This is an optimization exercise on Yosys and OpenROAD, whose aim is small area, a short achievable clock period and few clock cycles per item, not a production implementation. Function was checked by simulation only, so behaviour that the tests miss may differ from the original.

==> 01-15 <==
Design calendar_date_difference, start of the top module:
module calendar_date_difference (
  input  logic                           clk_i,
  input  logic                           rst_ni,
  input  logic                           in_valid_i,
  output logic                           in_ready_o,
  input  logic [cdd_pkg::YEAR_W-1:0]     first_year_i,
  input  logic [cdd_pkg::MONTH_W-1:0]    first_month_i,
  input  logic [cdd_pkg::DAY_W-1:0]      first_day_i,
  input  logic [cdd_pkg::YEAR_W-1:0]     second_year_i,
  input  logic [cdd_pkg::MONTH_W-1:0]    second_month_i,
  input  logic [cdd_pkg::DAY_W-1:0]      second_day_i,
  output logic                           out_valid_o,
  input  logic                           out_ready_i,
  output logic [cdd_pkg::DIFF_W-1:0]     day_difference_o
);
Settings: LEC_CHECK=0, CAP_MARGIN=20, CORE_MARGIN=2, CORE_UTILIZATION=40, SETUP_SLACK_MARGIN=2.9, SLEW_MARGIN=20; clock period 7.0 ns.
standard.sh (not shown) runs the stock make flow with config.mk's settings and CLKGATE_MAP_FILE= SYNTH_SCRIPT=/design/flow/synth_recipe.tcl, a recipe that flattens the netlist after the stock synthesis.
==> flow/flow/run.sh <==
#!/bin/bash
# Layout flow: the standard flow (standard.sh), with one change: the
# buffers that buffer_ports puts on every input and output port are
# sky130_fd_sc_hd__buf_2 instead of the cell OpenROAD picks by default.
set -euo pipefail
export BUFFER_PORTS_ARGS="-buffer_cell sky130_fd_sc_hd__buf_2"
bash standard.sh finish > standard_flow.log 2>&1
==> 09-07 (differences from 01-15) <==
Settings changed: SETUP_SLACK_MARGIN 2.9 to 2.6.
==> 05-28 (differences from 01-15) <==
Settings changed: SETUP_SLACK_MARGIN 2.9 to 2.2.
==> notes.md <==
Worst slew pin tran: 05-28 1.03 ns; 09-07 1.03 ns; 01-15 1.03 ns
Non-Filler Cell Area, Final: 05-28 13,100 µm²; 09-07 13,500 µm²; 01-15 14,700 µm²
Number of post-CTS setup repair buffers: 05-28 0; 09-07 9; 01-15 44
Met2 usage: 05-28 0.281; 09-07 0.289; 01-15 0.301
Final critical-path setup slack: 05-28 2.39 ns; 09-07 2.73 ns; 01-15 2.79 ns
Required @ worst endpoint: 05-28 7.09 ns; 09-07 7.11 ns; 01-15 7.08 ns
Outcome: 05-28 complete, no violations; 09-07 complete, no violations; 01-15 complete, no violations
Placer Congestion: 05-28 0.911; 09-07 0.919; 01-15 0.909
Met2 WL post-DR: 05-28 11,900 µm; 09-07 12,500 µm; 01-15 13,600 µm
Aggregate routed wire length: 05-28 25,500 µm; 09-07 26,300 µm; 01-15 27,800 µm
Endpoint of the worst setup timing path: 05-28 dt_q[11]; 09-07 la_q; 01-15 cs_q[11]
Pin count of the biggest net entering global routing: 05-28 54; 09-07 54; 01-15 55
Layout area overhead: 05-28 8.23%; 09-07 11.1%; 01-15 21.2%
Total number of nets in the final design: 05-28 1,618; 09-07 1,631; 01-15 1,684
Non-clock buffers, area share: 05-28 0.0323; 09-07 0.0398; 01-15 0.0684
Routing usage on met3: 05-28 0.0141; 09-07 0.0162; 01-15 0.0194
Fin cells: 05-28 1,682; 09-07 1,695; 01-15 1,748
Overall global routing resource usage: 05-28 0.169; 09-07 0.172; 01-15 0.177
First-pass DRT Iterations: 05-28 5; 09-07 5; 01-15 4
Testbench counts of 01-15, summed over its fixed seeds: cycles 24,016, items 24,000.
Testbench counts of 09-07, summed over its fixed seeds: cycles 24,016, items 24,000.
Testbench counts of 05-28, summed over its fixed seeds: cycles 24,016, items 24,000.

---

==> run C <==
calendar_date_difference, a different RTL version from the one above (not shown whole).
export LEC_CHECK = 0
export CAP_MARGIN = 20
export CORE_MARGIN = 2
export CORE_UTILIZATION = 60
export CTS_BUF_LIST = sky130_fd_sc_hd__clkbuf_8
export SETUP_SLACK_MARGIN = 2.6
export SLEW_MARGIN = 20
create_clock -name core_clock -period 7.0 [get_ports {clk_i}]
Scripts as last shown in full above: flow/flow/run.sh
==> run D (differences from run C) <==
--- a/flow/config.mk
+++ b/flow/config.mk
@@ -8,6 +8,5 @@
 export CAP_MARGIN = 20
 export CORE_MARGIN = 2
-export CORE_UTILIZATION = 60
-export CTS_BUF_LIST = sky130_fd_sc_hd__clkbuf_8
+export CORE_UTILIZATION = 40
 export SETUP_SLACK_MARGIN = 2.6
 export SLEW_MARGIN = 20
==> qor summary <==
| metric | run D | run C |
|---|---|---|
| Iteration-0 DRC Markers | 457 | 407 |
| Aggregate global-route resource usage | 16.6% | 23.7% |
| Post-Route Hold Slack | 0.480 ns | 0.477 ns |
| Post-route non-filler standard cell count | 1663 | 1541 |
| Floorplan core area | 28900 µm² | 19400 µm² |
| Result of the run | no timing/DRC/antenna violations | no timing/DRC/antenna violations |
| Vias per inst | 4.87 | 5.29 |
| Initial Util | 40.9% | 60.8% |
| Fmax achieved | 234 MHz | 229 MHz |
| Worst reg-to-reg setup slack | 2.77 ns | 2.79 ns |
| Fraction of layout cells with a size suffix above 1 | 12.3% | 11.5% |
| Startpoint kind of the worst setup timing path | input pin | flip-flop |
| Relative slew slack | 55.0% | 32.4% |
| Die X | 176 µm | 144 µm |
| Total placed cells including tap cells | 1638 | 1519 |
| First-pass GRT wire length | 40700 µm | 37900 µm |
| Met1 track demand over resource | 23.4% | 32.1% |
| Clock network area share | 2.25% | 1.87% |
| Met2 wire length | 11200 µm | 11400 µm |
| Met3 wirelength from detailed routing | 752 µm | 686 µm |
Testbench counts of run C, summed over its fixed seeds: cycles 24,016, items 24,000.
Testbench counts of run D, summed over its fixed seeds: cycles 24,016, items 24,000.

---

==> inputs of exp/garnet <==
calendar_date_difference, a different RTL version from the one above (not shown whole).
==> flow/design.v (excerpt) <==
module calendar_date_difference (
  input  logic                           clk_i,
  input  logic                           rst_ni,
  input  logic                           in_valid_i,
  output logic                           in_ready_o,
  input  logic [cdd_pkg::YEAR_W-1:0]     first_year_i,
  input  logic [cdd_pkg::MONTH_W-1:0]    first_month_i,
  input  logic [cdd_pkg::DAY_W-1:0]      first_day_i,
  input  logic [cdd_pkg::YEAR_W-1:0]     second_year_i,
  input  logic [cdd_pkg::MONTH_W-1:0]    second_month_i,
  input  logic [cdd_pkg::DAY_W-1:0]      second_day_i,
  output logic                           out_valid_o,
  input  logic                           out_ready_i,
  output logic [cdd_pkg::DIFF_W-1:0]     day_difference_o
);
  logic        adv1, adv2;
  logic [11:0] dt_d, dt_q;
  logic [8:0]  ua_d, ua_q, ub_d, ub_q;
  logic [1:0]  ra_d, ra_q, rb_d, rb_q;
  logic [6:0]  ca_d, ca_q, cb_d, cb_q;
  logic        la_d, la_q, ga_d, ga_q, lb_d, lb_q, gb_d, gb_q;
  logic [43:0] cs_d, cs_q;
  cdd_pipe_ctrl u_ctrl (
    .clk_i       (clk_i),
    .rst_ni      (rst_ni),
    .in_valid_i  (in_valid_i),
    .in_ready_o  (in_ready_o),
    .out_valid_o (out_valid_o),
    .out_ready_i (out_ready_i),
    .adv1_o      (adv1),
    .adv2_o      (adv2)
  );
  cdd_stage1 u_s1 (
    .a_year_i  (first_year_i),
    .a_month_i (first_month_i),
    .a_day_i   (first_day_i),
    .b_year_i  (second_year_i),
    .b_month_i (second_month_i),
    .b_day_i   (second_day_i),
    .dt_o      (dt_d),
    .ua_o      (ua_d),
    .ub_o      (ub_d),
    .ra_o      (ra_d),
    .rb_o      (rb_d),
    .ca_o      (ca_d),
    .cb_o      (cb_d),
    .la_o      (la_d),
    .ga_o      (ga_d),
  ...
export LEC_CHECK = 0
export CAP_MARGIN = 20
export CORE_MARGIN = 2
export CORE_UTILIZATION = 40
export SETUP_SLACK_MARGIN = 2.4
export SLEW_MARGIN = 20
create_clock -name core_clock -period 7.0 [get_ports {clk_i}]
==> flow/flow/run.sh <==
#!/bin/bash
# Layout flow: the standard flow (standard.sh) with two changes:
# - the buffers that buffer_ports puts on every input and output port are
#   sky130_fd_sc_hd__buf_1 instead of the cell OpenROAD picks by default;
# - Yosys's synth skips its quick internal ABC pass (SYNTH_ARGS=-noabc), so
#   the full adders written in the RTL reach extract_fa as written; the
#   technology mapping ABC pass after it runs as usual.
set -euo pipefail
export BUFFER_PORTS_ARGS="-buffer_cell sky130_fd_sc_hd__buf_1"
export SYNTH_ARGS="-noabc"
bash standard.sh finish > standard_flow.log 2>&1
==> exp/pepper (differences from exp/garnet) <==
==> flow/flow/run.sh (replaced) <==
#!/bin/bash
# Layout flow: the standard flow (standard.sh) with two changes:
# - the buffers that buffer_ports puts on every input and output port are
#   sky130_fd_sc_hd__buf_2 instead of the cell OpenROAD picks by default;
# - Yosys's synth skips its quick internal ABC pass (SYNTH_ARGS=-noabc), so
#   the full adders written in the RTL reach extract_fa as written; the
#   technology mapping ABC pass after it runs as usual.
set -euo pipefail
export BUFFER_PORTS_ARGS="-buffer_cell sky130_fd_sc_hd__buf_2"
export SYNTH_ARGS="-noabc"
bash standard.sh finish > standard_flow.log 2>&1
==> exp/xenon (differences from exp/garnet) <==
Settings changed: SETUP_SLACK_MARGIN 2.4 to 2.3.
==> exp/willow (differences from exp/garnet) <==
Settings changed: CTS_BUF_LIST set to sky130_fd_sc_hd__clkbuf_8.
==> comparison <==
- exp/xenon went through all stages and came out clean. exp/garnet passed the timing, DRC and antenna checks. exp/pepper completed without violations. exp/willow completed without violations.
- Of exp/garnet and exp/pepper, exp/garnet has the higher register-to-register slack (gap 0.04 ns).
- Against exp/xenon, the critical path depth of exp/willow is lower by 4.
- Of exp/pepper and exp/willow, exp/willow has the higher wire length (gap about 0.54%, measured against exp/willow).
- Non-clock buffer count is the same in exp/pepper and exp/willow.
Testbench counts of exp/garnet, summed over its fixed seeds: cycles 24,016, items 24,000.
Testbench counts of exp/pepper, summed over its fixed seeds: cycles 24,016, items 24,000.
Testbench counts of exp/xenon, summed over its fixed seeds: cycles 24,016, items 24,000.
Testbench counts of exp/willow, summed over its fixed seeds: cycles 24,016, items 24,000.

---

==> 09-11 <==
RTL: one of the versions met above, not the one the previous note started from.
Design calendar_date_difference, start of the top module:
module calendar_date_difference (
  input  logic                           clk_i,
  input  logic                           rst_ni,
  input  logic                           in_valid_i,
  output logic                           in_ready_o,
  input  logic [cdd_pkg::YEAR_W-1:0]     first_year_i,
  input  logic [cdd_pkg::MONTH_W-1:0]    first_month_i,
  input  logic [cdd_pkg::DAY_W-1:0]      first_day_i,
  input  logic [cdd_pkg::YEAR_W-1:0]     second_year_i,
  input  logic [cdd_pkg::MONTH_W-1:0]    second_month_i,
  input  logic [cdd_pkg::DAY_W-1:0]      second_day_i,
  output logic                           out_valid_o,
  input  logic                           out_ready_i,
  output logic [cdd_pkg::DIFF_W-1:0]     day_difference_o
);
  logic        adv1, adv2;
  logic [11:0] dt_d, dt_q;
  logic [8:0]  ua_d, ua_q, ub_d, ub_q;
  logic [1:0]  ra_d, ra_q, rb_d, rb_q;
  logic [6:0]  ca_d, ca_q, cb_d, cb_q;
  ...
export LEC_CHECK = 0
export CAP_MARGIN = 20
export CORE_MARGIN = 2
export CORE_UTILIZATION = 40
export SETUP_SLACK_MARGIN = 2.6
export SLEW_MARGIN = 20
create_clock -name core_clock -period 7.0 [get_ports {clk_i}]
==> flow/flow/run.sh <==
#!/bin/bash
# Layout flow: the standard flow (standard.sh) with two changes:
# - the buffers that buffer_ports puts on every input and output port are
#   sky130_fd_sc_hd__buf_2 instead of the cell OpenROAD picks by default;
# - Yosys's synth skips its quick internal ABC pass (SYNTH_ARGS=-noabc), so
#   the full adders written in the RTL reach extract_fa as written; the
#   technology mapping ABC pass after it runs as usual.
set -euo pipefail
export BUFFER_PORTS_ARGS="-buffer_cell sky130_fd_sc_hd__buf_2"
export SYNTH_ARGS="-noabc"
bash standard.sh finish > standard_flow.log 2>&1
==> 05-14: changes against 09-11 <==
==> flow/flow/run.sh (replaced) <==
#!/bin/bash
# Layout flow: the standard flow (standard.sh), with one change: the
# buffers that buffer_ports puts on every input and output port are
# sky130_fd_sc_hd__buf_2 instead of the cell OpenROAD picks by default.
set -euo pipefail
export BUFFER_PORTS_ARGS="-buffer_cell sky130_fd_sc_hd__buf_2"
bash standard.sh finish > standard_flow.log 2>&1
SETUP_SLACK_MARGIN = 3.7   (was 2.6)
==> 07-02: changes against 09-11 <==
==> flow/flow/run.sh (replaced) <==
#!/bin/bash
# Layout flow: the standard flow (standard.sh), with one change: the
# buffers that buffer_ports puts on every input and output port are
# sky130_fd_sc_hd__buf_2 instead of the cell OpenROAD picks by default.
set -euo pipefail
export BUFFER_PORTS_ARGS="-buffer_cell sky130_fd_sc_hd__buf_2"
bash standard.sh finish > standard_flow.log 2>&1
SETUP_SLACK_MARGIN = not set   (was 2.6)
==> notes <==
05-14 finished with timing, DRC and antenna clean. 09-11 passed the timing, DRC and antenna checks. 07-02 finished clean. Of 09-11 and 05-14, 05-14 has the higher routed wire length (gap 18%, measured against 05-14). Against 09-11, the die area of 07-02 is higher by about 3.3%. Between 07-02 and 09-11, the lower hold slack is in 09-11 (gap 5.4 ps). Final cell count: 05-14 > 07-02 > 09-11. Between 09-11 and 05-14, the lower non-clock buffer count is in 09-11 (gap 105). Between 09-11 and 05-14, the lower count of clock-buffer cells in the layout is in 09-11 (gap 1). The lowest clock skew belongs to 05-14, the highest to 09-11. The lowest critical path depth belongs to 05-14, the highest to 07-02. The highest fmax belongs to 05-14, the lowest to 07-02. First-iteration DRC count, lowest first: 09-11, 05-14, 07-02.
==> figures <==
| quantity | 07-02 | 09-11 | 05-14 |
|---|---|---|---|
| Number of core rows | 63 | 62 | 63 |
| Ratio of cells with drive above 1 in the final layout | 8.86% | 19.4% | 35.4% |
| Wire length of the first global-routing pass | 41.9 mm | 39.3 mm | 46.2 mm |
| Sequential share of cell area | 22.5% | 21.4% | 18.2% |
| Routed wire per std cell | 15.0 µm | 14.5 µm | 16.0 µm |
| Buffers and inverters on the worst path | 2 | 5 | 2 |
| Status | complete, no violations | complete, no violations | complete, no violations |
| Met2 Track Usage GR | 27.7% | 27.1% | 32.4% |
| Launching point of the worst reg2reg path | la_q$_DFFE_PP_ | ga_q$_DFFE_PP_ | la_q$_DFFE_PP_ |
| Routed wire length | 25.2 mm | 24.0 mm | 29.2 mm |
| Multi-input logic portion of the cell area | 60.6% | 59.4% | 59.2% |
| Fraction of synthesized area in multiplexers | 1.36% | 0.534% | 1.36% |
| DR pass1 iterations | 7 | 7 | 5 |
| Inverters | 269 | 300 | 269 |
| Via density per instance | 5.01 | 4.80 | 5.04 |
| Final Critical Period | 5070 ps | 4350 ps | 4180 ps |
| Area of combinational cells with multiple inputs | 0.00789 mm² | 0.00814 mm² | 0.00955 mm² |
| Gate Count Post-Synth | 1241 | 1182 | 1241 |
| Share of the clock period used by the worst path | 72.4% | 62.2% | 59.8% |
| Finished layout cell area | 0.0130 mm² | 0.0137 mm² | 0.0161 mm² |
| CP max-delay cell | o31ai_1 | fa_1 | edfxtp_1 |
Testbench counts of 09-11, summed over its fixed seeds: cycles 24,016, items 24,000.
Testbench counts of 05-14, summed over its fixed seeds: cycles 24,016, items 24,000.
Testbench counts of 07-02, summed over its fixed seeds: cycles 24,016, items 24,000.

==> re-timing with driven ports <==
No port has a modelled driver above. Below, the same layouts with a new extraction and two added sets of constraints. Step 1, drivers: a clkbuf_16 drives clk_i and a buf_2 each remaining input, both assumed. Step 2 also shifts input and output timing later by t, the mid clock arrival at the registers, as if the neighbouring blocks saw the same clock. a / b / c = ideal ports / drivers / drivers and shift; a / b = the first two.
| run | t (ns) | setup WS [ns] | clock arrival spread, ns |
|---|---|---|---|
| 01-15 | 0.383 | 2.791 / 2.751 / 2.477 | 0.011 / 0.011 |
| 09-07 | 0.393 | 2.728 / 2.701 / 2.360 | 0.011 / 0.011 |
| 05-28 | 0.390 | 2.389 / 2.380 / 2.020 | 0.011 / 0.011 |
| run C | 0.410 | 2.635 / 2.597 / 2.294 | 0.018 / 0.018 |
| run D | 0.398 | 2.726 / 2.712 / 2.354 | 0.010 / 0.010 |
| exp/garnet | 0.389 | 2.575 / 2.534 / 2.242 | 0.011 / 0.011 |
| exp/pepper | 0.390 | 2.558 / 2.521 / 2.194 | 0.010 / 0.009 |
| exp/xenon | 0.387 | 2.392 / 2.412 / 2.025 | 0.010 / 0.010 |
| exp/willow | 0.413 | 2.564 / 2.535 / 2.168 | 0.014 / 0.014 |
| 09-11 | 0.386 | 2.649 / 2.644 / 2.259 | 0.012 / 0.011 |
| 05-14 | 0.390 | 2.816 / 2.773 / 2.451 | 0.011 / 0.011 |
| 07-02 | 0.389 | 1.932 / 1.957 / 1.568 | 0.011 / 0.012 |
After both steps setup and hold are still met in every run listed. For exp/willow, which loses most, drivers alone change the setup slack by -0.029 ns; drivers and shift together by -0.396 ns.
